Background: an optimization exercise with open tools, aiming at small area, a short achievable clock period and few clock cycles per item. Do not read the settings as production practice. Only simulation tests tie the RTL to the original design; equivalence was not proved. No activity file was given, so power comes from the tool's default toggle rates.

===== flow/design.v =====
package afu_region_pkg;
   typedef enum logic [1:0] {
      OP_READ  = 2'd0,
      OP_WRITE = 2'd1
   } afu_op_e;
   typedef enum logic [1:0] {
      RSP_OK      = 2'd0,
      RSP_BAD_PID = 2'd1,
      RSP_BAD_OP  = 2'd2
   } afu_status_e;
   typedef enum logic [1:0] {
      HS_IDLE      = 2'd0,
      HS_BUSY      = 2'd1,
      HS_ACK       = 2'd2,
      HS_WAIT_DROP = 2'd3
   } afu_hs_state_e;
endpackage
`timescale 1ns/1ns
module afu_null_port #(
   parameter int unsigned PORT_PID = 0
) (
   input  logic                   i_clk,
   input  logic                   i_arst_n,
   input  logic                   i_wr,
   input  logic [4-1:0] i_addr,
   input  logic [64-1:0] i_wdata,
   output logic [64-1:0] o_rdata
);
   localparam logic [64-1:0] HEADER = {
      {(64-16){1'b0}},
      4'(PORT_PID),
      12'h014
   };
   logic [64-1:0] scratch;
   always_ff @(posedge i_clk or negedge i_arst_n) begin
      if (!i_arst_n) begin
         scratch <= '0;
      end else if (i_wr && i_addr == 4'h1) begin
         scratch <= i_wdata;
      end
   end
   always_comb begin
      case (i_addr)
         4'h0:     o_rdata = HEADER;
         4'h1: o_rdata = scratch;
         default:           o_rdata = '0;
      endcase
   end
endmodule
`timescale 1ns/1ns
module afu_lb_port (
   input  logic                   i_clk,
   input  logic                   i_arst_n,
   input  logic                   i_wr,
   input  logic [4-1:0] i_addr,
   input  logic [64-1:0] i_wdata,
   output logic [64-1:0] o_rdata
);
   localparam int IDX_W = $clog2(4);
   logic [64-1:0]  buf_q [4];
   logic [16-1:0] wr_cnt;
   logic                     in_buf;
   assign in_buf = (i_addr < 4'(4));
   always_ff @(posedge i_clk or negedge i_arst_n) begin
      if (!i_arst_n) begin
         for (int i = 0; i < 4; i++) begin
            buf_q[i] <= '0;
         end
         wr_cnt <= '0;
      end else if (i_wr) begin
         wr_cnt <= wr_cnt + 1'b1;
         if (in_buf) begin
            buf_q[i_addr[IDX_W-1:0]] <= i_wdata;
         end
      end
   end
   always_comb begin
      if (in_buf)
         o_rdata = buf_q[i_addr[IDX_W-1:0]];
      else if (i_addr == 4'h4)
         o_rdata = {{(64-16){1'b0}}, wr_cnt};
      else
         o_rdata = '0;
   end
endmodule
`timescale 1ns/1ns
module afu_req_decode (
   input  logic                   i_clk,
   input  logic                   i_arst_n,
   input  logic                   i_req,
   input  logic [3-1:0]  i_req_pid,
   input  logic [1:0]             i_req_op,
   input  logic [4-1:0] i_req_addr,
   input  logic [64-1:0] i_req_wdata,
   input  logic                   i_done,
   output logic                   o_valid,
   output logic [3-1:0]  o_pid,
   output afu_region_pkg::afu_op_e                o_op,
   output logic [4-1:0] o_addr,
   output logic [64-1:0] o_wdata,
   output afu_region_pkg::afu_status_e            o_status,
   output logic                   o_busy
);
   afu_region_pkg::afu_hs_state_e state;
   logic          take;
   assign take   = (state == afu_region_pkg::HS_IDLE) && i_req;
   assign o_busy = (state != afu_region_pkg::HS_IDLE);
   always_ff @(posedge i_clk or negedge i_arst_n) begin
      if (!i_arst_n) begin
         state   <= afu_region_pkg::HS_IDLE;
         o_valid <= 1'b0;
      end else begin
         o_valid <= take;
         case (state)
            afu_region_pkg::HS_IDLE: if (i_req) state <= afu_region_pkg::HS_BUSY;
            afu_region_pkg::HS_BUSY: if (i_done) state <= afu_region_pkg::HS_IDLE;
            default: state <= afu_region_pkg::HS_IDLE;
         endcase
      end
   end
   always_ff @(posedge i_clk) begin
      if (take) begin
         o_pid   <= i_req_pid;
         o_op    <= afu_region_pkg::afu_op_e'(i_req_op);
         o_addr  <= i_req_addr;
         o_wdata <= i_req_wdata;
         if (i_req_pid >= 3'(5))
            o_status <= afu_region_pkg::RSP_BAD_PID;
         else if (i_req_op > 2'd1)
            o_status <= afu_region_pkg::RSP_BAD_OP;
         else
            o_status <= afu_region_pkg::RSP_OK;
      end
   end
endmodule
`timescale 1ns/1ns
module afu_port_execute (
   input  logic                   i_clk,
   input  logic                   i_arst_n,
   input  logic                   i_valid,
   input  logic [3-1:0]  i_pid,
   input  afu_region_pkg::afu_op_e                i_op,
   input  logic [4-1:0] i_addr,
   input  logic [64-1:0] i_wdata,
   input  afu_region_pkg::afu_status_e            i_status,
   output logic                   o_valid,
   output logic [64-1:0] o_rdata
);
   logic                   wr_ok;
   logic                   rd_ok;
   logic [5-1:0] port_wr;
   logic [64-1:0] port_rdata [5];
   logic [64-1:0] rd_sel;
   assign wr_ok = i_valid && (i_op == afu_region_pkg::OP_WRITE) && (i_status == afu_region_pkg::RSP_OK);
   assign rd_ok = (i_op == afu_region_pkg::OP_READ) && (i_status == afu_region_pkg::RSP_OK);
   for (genvar p = 0; p < 5; p++) begin : gen_port
      assign port_wr[p] = wr_ok && (i_pid == 3'(p));
      if (p == 1) begin : gen_lb
         afu_lb_port u_lb (
            .i_clk    (i_clk),
            .i_arst_n (i_arst_n),
            .i_wr     (port_wr[p]),
            .i_addr   (i_addr),
            .i_wdata  (i_wdata),
            .o_rdata  (port_rdata[p])
         );
      end else begin : gen_null
         afu_null_port #(
            .PORT_PID (p)
         ) u_null (
            .i_clk    (i_clk),
            .i_arst_n (i_arst_n),
            .i_wr     (port_wr[p]),
            .i_addr   (i_addr),
            .i_wdata  (i_wdata),
            .o_rdata  (port_rdata[p])
         );
      end
   end
   always_comb begin
      rd_sel = '0;
      for (int p = 0; p < 5; p++) begin
         if (i_pid == 3'(p)) rd_sel = port_rdata[p];
      end
   end
   always_ff @(posedge i_clk or negedge i_arst_n) begin
      if (!i_arst_n) o_valid <= 1'b0;
      else           o_valid <= i_valid;
   end
   always_ff @(posedge i_clk) begin
      if (i_valid) o_rdata <= rd_ok ? rd_sel : '0;
   end
endmodule
`timescale 1ns/1ns
module afu_rsp_result (
   input  logic                   i_clk,
   input  logic                   i_arst_n,
   input  logic                   i_valid,
   input  logic [64-1:0] i_rdata,
   input  afu_region_pkg::afu_status_e            i_status,
   input  logic                   i_req,
   output logic                   o_ack,
   output logic [64-1:0] o_rdata,
   output afu_region_pkg::afu_status_e            o_status,
   output logic                   o_done
);
   afu_region_pkg::afu_hs_state_e state;
   assign o_done = o_ack && !i_req;
   always_ff @(posedge i_clk or negedge i_arst_n) begin
      if (!i_arst_n) begin
         state <= afu_region_pkg::HS_IDLE;
         o_ack <= 1'b0;
      end else begin
         case (state)
            afu_region_pkg::HS_IDLE: begin
               if (i_valid) begin
                  state <= afu_region_pkg::HS_ACK;
                  o_ack <= 1'b1;
               end
            end
            afu_region_pkg::HS_ACK, afu_region_pkg::HS_WAIT_DROP: begin
               if (!i_req) begin
                  state <= afu_region_pkg::HS_IDLE;
                  o_ack <= 1'b0;
               end else begin
                  state <= afu_region_pkg::HS_WAIT_DROP;
               end
            end
            default: begin
               state <= afu_region_pkg::HS_IDLE;
               o_ack <= 1'b0;
            end
         endcase
      end
   end
   always_ff @(posedge i_clk) begin
      if (i_valid) begin
         o_rdata  <= i_rdata;
         o_status <= i_status;
      end
   end
endmodule
`timescale 1ns/1ns
module afu_region_top (
   input  logic                   i_clk,
   input  logic                   i_arst_n,
   input  logic                   i_req,
   input  logic [3-1:0]  i_req_pid,
   input  logic [1:0]             i_req_op,
   input  logic [4-1:0] i_req_addr,
   input  logic [64-1:0] i_req_wdata,
   output logic                   o_ack,
   output logic [64-1:0] o_rsp_rdata,
   output afu_region_pkg::afu_status_e            o_rsp_status
);
   logic                   dec_valid;
   logic [3-1:0]  dec_pid;
   afu_region_pkg::afu_op_e                dec_op;
   logic [4-1:0] dec_addr;
   logic [64-1:0] dec_wdata;
   afu_region_pkg::afu_status_e            dec_status;
   logic                   exe_valid;
   logic [64-1:0] exe_rdata;
   logic                   rsp_done;
   afu_req_decode u_decode (
      .i_clk       (i_clk),
      .i_arst_n    (i_arst_n),
      .i_req       (i_req),
      .i_req_pid   (i_req_pid),
      .i_req_op    (i_req_op),
      .i_req_addr  (i_req_addr),
      .i_req_wdata (i_req_wdata),
      .i_done      (rsp_done),
      .o_valid     (dec_valid),
      .o_pid       (dec_pid),
      .o_op        (dec_op),
      .o_addr      (dec_addr),
      .o_wdata     (dec_wdata),
      .o_status    (dec_status),
      .o_busy      ()
   );
   afu_port_execute u_execute (
      .i_clk    (i_clk),
      .i_arst_n (i_arst_n),
      .i_valid  (dec_valid),
      .i_pid    (dec_pid),
      .i_op     (dec_op),
      .i_addr   (dec_addr),
      .i_wdata  (dec_wdata),
      .i_status (dec_status),
      .o_valid  (exe_valid),
      .o_rdata  (exe_rdata)
   );
   afu_rsp_result u_result (
      .i_clk    (i_clk),
      .i_arst_n (i_arst_n),
      .i_valid  (exe_valid),
      .i_rdata  (exe_rdata),
      .i_status (dec_status),
      .i_req    (i_req),
      .o_ack    (o_ack),
      .o_rdata  (o_rsp_rdata),
      .o_status (o_rsp_status),
      .o_done   (rsp_done)
   );
endmodule

===== flow/constraint.sdc =====
create_clock -name core_clock -period 4.0 [get_ports {i_clk}]
set_input_delay 0.8000 -clock core_clock [delete_from_list [all_inputs] [get_ports {i_clk}]]
set_output_delay 0.8000 -clock core_clock [all_outputs]
set_load 0.01 [all_outputs]

===== flow/run.sh =====
#!/bin/bash
# synth_recipe.tcl (not shown) runs the flow's synth.tcl, then flattens the netlist and writes it again
# the make line also repeats each setting of config.mk as NAME=value (left out here)
make -C /OpenROAD-flow-scripts/flow DESIGN_CONFIG=/design/flow/config.mk WORK_HOME=/design/flow/orfs CLKGATE_MAP_FILE= SYNTH_SCRIPT=/design/flow/synth_recipe.tcl finish

===== flow/config.mk =====
export PLATFORM = sky130hd
export DESIGN_NAME = afu_region_top
export DESIGN_NICKNAME = afu_region_top
export VERILOG_FILES = /design/flow/design.v
export SDC_FILE = /design/flow/constraint.sdc
export NUM_CORES = 4
export LEC_CHECK = 0
export CAP_MARGIN = 20
export CORE_MARGIN = 2
export CORE_UTILIZATION = 40
export PLACE_DENSITY = 0.6
export SLEW_MARGIN = 20

==> Implementation_results.wiki <==
{| class="wikitable"
! Metric !! Value
|-
| Outcome || complete, no violations
|-
| Number of vias per cell || about 5.5
|-
| Final cell utilization of the core || a little under half
|-
| Worst IR drop on VDD || around 0.27 mV
|-
| Post-synthesis area per instance || around 15 µm²
|-
| Number of cells on the worst reg-to-reg path || 6
|-
| Wirelength, routed || ~75 mm
|-
| Number of antenna violations at the first check in global routing || 0
|-
| Net total in the final layout || 2,208
|-
| Req. time, crit path || 4410 ps
|-
| Layout-stage area growth over the synthesis result || 17.34%
|-
| Total Die Area || roughly 78,000 µm²
|-
| Share of final-layout standard cells stronger than drive strength 1 || roughly 31%
|-
| Placement Cell Area || approximately 33,000 µm²
|-
| Worst R2R Start || u_decode.o_pid[0]
|-
| Worst path max stage delay || about 940 ps
|-
| Number of distinct library cell variants in the gate-level netlist after synthesis || between 40 and 50
|-
| Top FF cell, synth || sky130_fd_sc_hd__dfrtp_1
|-
| Global-route wire length before repair || roughly 110 mm
|-
| Library cell with the largest summed area after synthesis || sky130_fd_sc_hd__dfrtp_1
|-
| Net switching power || 3838 µW
|-
| #FFs+latches synth || 739
|-
| Number of global-route vias before repair || 18,590
|-
| Number of buffers added to fix hold violations after cts || 0
|-
| CTS max path bufs || 3
|-
| Synthesized net count || 2,067
|-
| Die height || between 200 and 300 µm
|-
| Final worst-path cycle share || 75.84%
|-
| Post-route DRC || 0
|-
| Library cell contributing the largest single delay on the critical path || sky130_fd_sc_hd__and2_4
|-
| Top area cells in the synthesized netlist || sky130_fd_sc_hd__dfrtp_1 (44%), sky130_fd_sc_hd__edfxtp_1 (20%), sky130_fd_sc_hd__mux2_2 (16%)
|-
| Kind of cell with the highest combined delay on the critical path || simple AND/OR/NAND/NOR gates
|-
| Total via count in the routed design || 17,460
|-
| Worst R2R End || u_execute.o_rdata[0]
|-
| FILL cells || ~6,500
|-
| Setup fix buffers added after clock tree synthesis || 0
|-
| # port buffers || about 140
|-
| Area share of the largest cell type after synthesis || a little over two fifths
|-
| Static power due to leakage || between 0.015 and 0.02 µW
|-
| Clk Latency, worst-skew pair || ~630 ps
|-
| Synth async-reset ratio || 72.26%
|-
| Critical path fanouts, max || a little over 70
|-
| CTS clock-pin slew for the worst setup and hold paths || around 60 ps
|-
| Number of standard cells in the final layout excluding fillers || 3,174
|-
| Clock Sink Count || roughly 740
|-
| Final Hold Fails || 0
|-
| # diodes || 0
|-
| Share of power burned in registers || between 50% and 60%
|-
| Combinational group share of total power || between 5 and 6%
|-
| Commonest cells after routing, fill and taps aside || sky130_fd_sc_hd__dfrtp_1 (532), sky130_fd_sc_hd__mux2_2 (441), sky130_fd_sc_hd__edfxtp_1 (205)
|-
| Routed length per placed instance || 23.61 µm
|-
| Total core area || between 70,000 and 80,000 µm²
|-
| Total power per unit cell area || around 460 nW/µm²
|-
| Post-synth EDFFs || 205
|-
| Fraction of the yosys area taken by sequential cells || approximately 64%
|-
| Capturing element type of the critical path || register
|-
| Number of design-rule violations left by the first detailed-router iteration || between 1,000 and 1,500
|-
| Number of I/O pins || 143
|-
| Total of warnings raised by yosys || 10
|-
| RSZ-0062 raised after global routing || false
|-
| Post-Place Cells || approximately 3,000
|-
| Post-cts repair resize count || 0
|-
| Total Routing Usage GR || between 10% and 20%
|-
| Most common library cell in the layout ignoring fill and taps || sky130_fd_sc_hd__dfrtp_1
|-
| Gate Count Post-Synth || 1,990
|-
| Post-route cell area || between 30,000 and 40,000 µm²
|-
| Detailed placer's ending HPWL || ~42 mm
|-
| Critical path data arrival time || ~3400 ps
|-
| Post-route clock skew || just under 30 ps
|-
| Standard-cell row count || between 100 and 150
|-
| Remaining antenna violation count after routing || 0
|-
| Cells traversed along the worst timing path || buf_4, and2_4, nand2_1, o21ai_0, a22oi_1, a21oi_1
|-
| Final global-route overflow total || 0
|-
| Register-to-register setup slack || slightly below 1000 ps
|-
| Worst-margin pin slew || between 1000 and 1500 ps
|-
| Tightest slew margin relative to the limit || 29.33%
|-
| Final Critical Period || about 3000 ps
|-
| Final TNS setup || 0 ps
|-
| Total of endpoints with negative setup slack in the final report || 0
|-
| Netlist area before placement || just over 30,000 µm²
|-
| Clock root buffer || sky130_fd_sc_hd__clkbuf_16
|-
| Start-to-end type of the worst setup path || reg2reg
|-
| H-tree lvl count || 3
|-
| Number of pins with negative max-slew slack in the final report || 0
|-
| Number of buffers created by CTS || 78
|-
| Critical path launch point type || register
|-
| Width of the die || between 200 and 300 µm
|-
| Type of the tightest min-delay check || in2async
|-
| Max capacitance violation total || 0
|-
| Combined buffer and inverter count along the critical path || 1
|-
| Maximum achievable frequency || ~330 MHz
|-
| TritonCTS clock tree || done
|-
| Fraction of power spent switching nets || 23.44%
|-
| Effective utilization at floorplan || between 40% and 50%
|-
| Drt pass-1 iters || 5
|-
| Largest net degree at the start of global routing || about 120
|-
| Part of the total power dissipated in the clock network || a little over two fifths
|-
| RePlAce Congestion || 0.7638
|-
| Cell-internal power || between 10,000 and 15,000 µW
|}
flip-flops by register name (all words and copies together), names as in the netlist:
signal and count:
u_execute.gen_port.gen_null.u_null.scratch 256, u_execute.gen_port.gen_lb.u_lb.buf_q 256, u_decode.o_wdata 64, u_execute.o_rdata 64, u_result.o_rdata 64, u_execute.gen_port.gen_lb.u_lb.wr_cnt 16, u_decode.o_addr 4, u_decode.o_pid 3
u_decode.o_op 2, u_decode.o_status 2, u_result.o_status 2, u_result.state 2, u_decode.o_valid 1, u_decode.state 1, u_execute.o_valid 1, u_result.o_ack 1
how the worst max path moves through the flow:
stage | endpoint | start | slack [ps] | cells past startpoint
CTS | u_execute.o_rdata[14] | u_decode.o_pid[0] | 970 | 6
detailed placement | u_execute.o_rdata[14] | u_decode.o_pid[0] | 1010 | 6
global route | u_execute.o_rdata[14] | u_decode.o_pid[0] | 810 | 6
finish | u_execute.o_rdata[0] | u_decode.o_pid[0] | 970 | 6
global placement | u_execute.o_rdata[14] | u_decode.o_pid[0] | 1020 | 6
floorplan | register | u_decode.o_valid | 430 | 4
logic make-up after synthesis:
group	share of synthesized area, %
muxes	25.31
xor gates and xnor gates	0.4319
buffers and inverters	1.789
DFF	64.16
AOI/OAI and AO/OA	4.775
adders and majority gates	0.04112
and+or+nand+nor	3.492
synth_stat cells, types with 2 or more instances:
cell type                  count
sky130_fd_sc_hd__a21o_1        2
sky130_fd_sc_hd__nand3b_1      2
sky130_fd_sc_hd__a211oi_1     25
sky130_fd_sc_hd__buf_2        39
sky130_fd_sc_hd__dfrtp_1     534
sky130_fd_sc_hd__mux2_1       73
sky130_fd_sc_hd__inv_1         3
sky130_fd_sc_hd__and3_1        8
sky130_fd_sc_hd__nor3_1        5
sky130_fd_sc_hd__mux4_2       52
sky130_fd_sc_hd__clkbuf_1     75
sky130_fd_sc_hd__mux2_2      441
sky130_fd_sc_hd__nor4_2        2
sky130_fd_sc_hd__nand3_1      10
sky130_fd_sc_hd__nor2_1       25
sky130_fd_sc_hd__a22oi_1      59
sky130_fd_sc_hd__o32ai_1       2
sky130_fd_sc_hd__nand4_1       2
sky130_fd_sc_hd__o21ai_0      75
sky130_fd_sc_hd__xnor2_1      12
sky130_fd_sc_hd__and2_1        3
sky130_fd_sc_hd__nand2b_1     15
sky130_fd_sc_hd__nor2b_1      13
sky130_fd_sc_hd__a21oi_1      74
sky130_fd_sc_hd__buf_1        13
sky130_fd_sc_hd__edfxtp_1    205
sky130_fd_sc_hd__nor3_2        4
sky130_fd_sc_hd__mux2i_1      74
sky130_fd_sc_hd__nand2_1     123
sky130_fd_sc_hd__xor2_1        3
final cells by class:
cell class	instances	area [µm²]	area share, %
inverters	3	11.26	0.03155
clock buffers	120	2335	6.540
multi-input cells	1120	10450	29.29
well taps	978	1224	3.428
repair buffers	189	1967	5.510
clock inverters	25	180.2	0.5047
flip-flops and latches	739	19530	54.70
power groups by stage:
stage                     logic (µW)  registers, µW  clock network, µW
after global routing            1010           8390               7600
after global placement           918           8520                  0
after floorplan                  328           8450                  0
after detailed placement         929           8530                  0
final                            935           8360               7080
after CTS                        930           8390               7290
per-stage QoR:
| step | setup WS (ps) | total power (µW) | hold WS (ps) |
|---|---|---|---|
| after global placement | 1021 | 9436 | 405.1 |
| after detailed placement | 1006 | 9459 | 405.1 |
| after floorplan | 430.7 | 8777 | 400.3 |
| after global routing | 815.0 | 17010 | 260.2 |
| after CTS | 971.0 | 16610 | 225.3 |
| final | 966.6 | 16370 | 206.0 |
layer usage:
metal	wire, µm	GRT usage, %	up-vias
met4	1832	6.061	0
met1	34260	26.94	9308
met2	35840	31.35	379
met3	3006	2.786	118
li1	-	-	7659
met5	0	0	-
Testbench counts, summed over its fixed seeds: cycles 12,800, items 3,200.

what the ideal ports hide:
The results above use ideal ports. As a check the final layout listed here was re-extracted and re-timed, cells and wires unchanged.
Step 1 (the two cells are an assumption about what drives the block):
set clk [get_ports {i_clk}]
set_driving_cell -lib_cell sky130_fd_sc_hd__clkbuf_16 $clk
set_driving_cell -lib_cell sky130_fd_sc_hd__buf_2 [delete_from_list [all_inputs] $clk]
Step 2 times the ports against the registers' clock, not the clock port: input delays grow and output delays shrink by t, the midpoint of the rising clock arrivals with the driver on.
Slacks: ideal ports / drivers / drivers and shift; pairs: ideal ports / drivers.
t, ns: 0.677
slack for setup (ns): 0.967 / 0.967 / 0.967
slew at the worst register clock pin (ns): 0.07 / 0.07
After both steps setup and hold are still met in this run. The setup slack of this run moves by 0.000 ns with the drivers and by 0.000 ns with both steps.
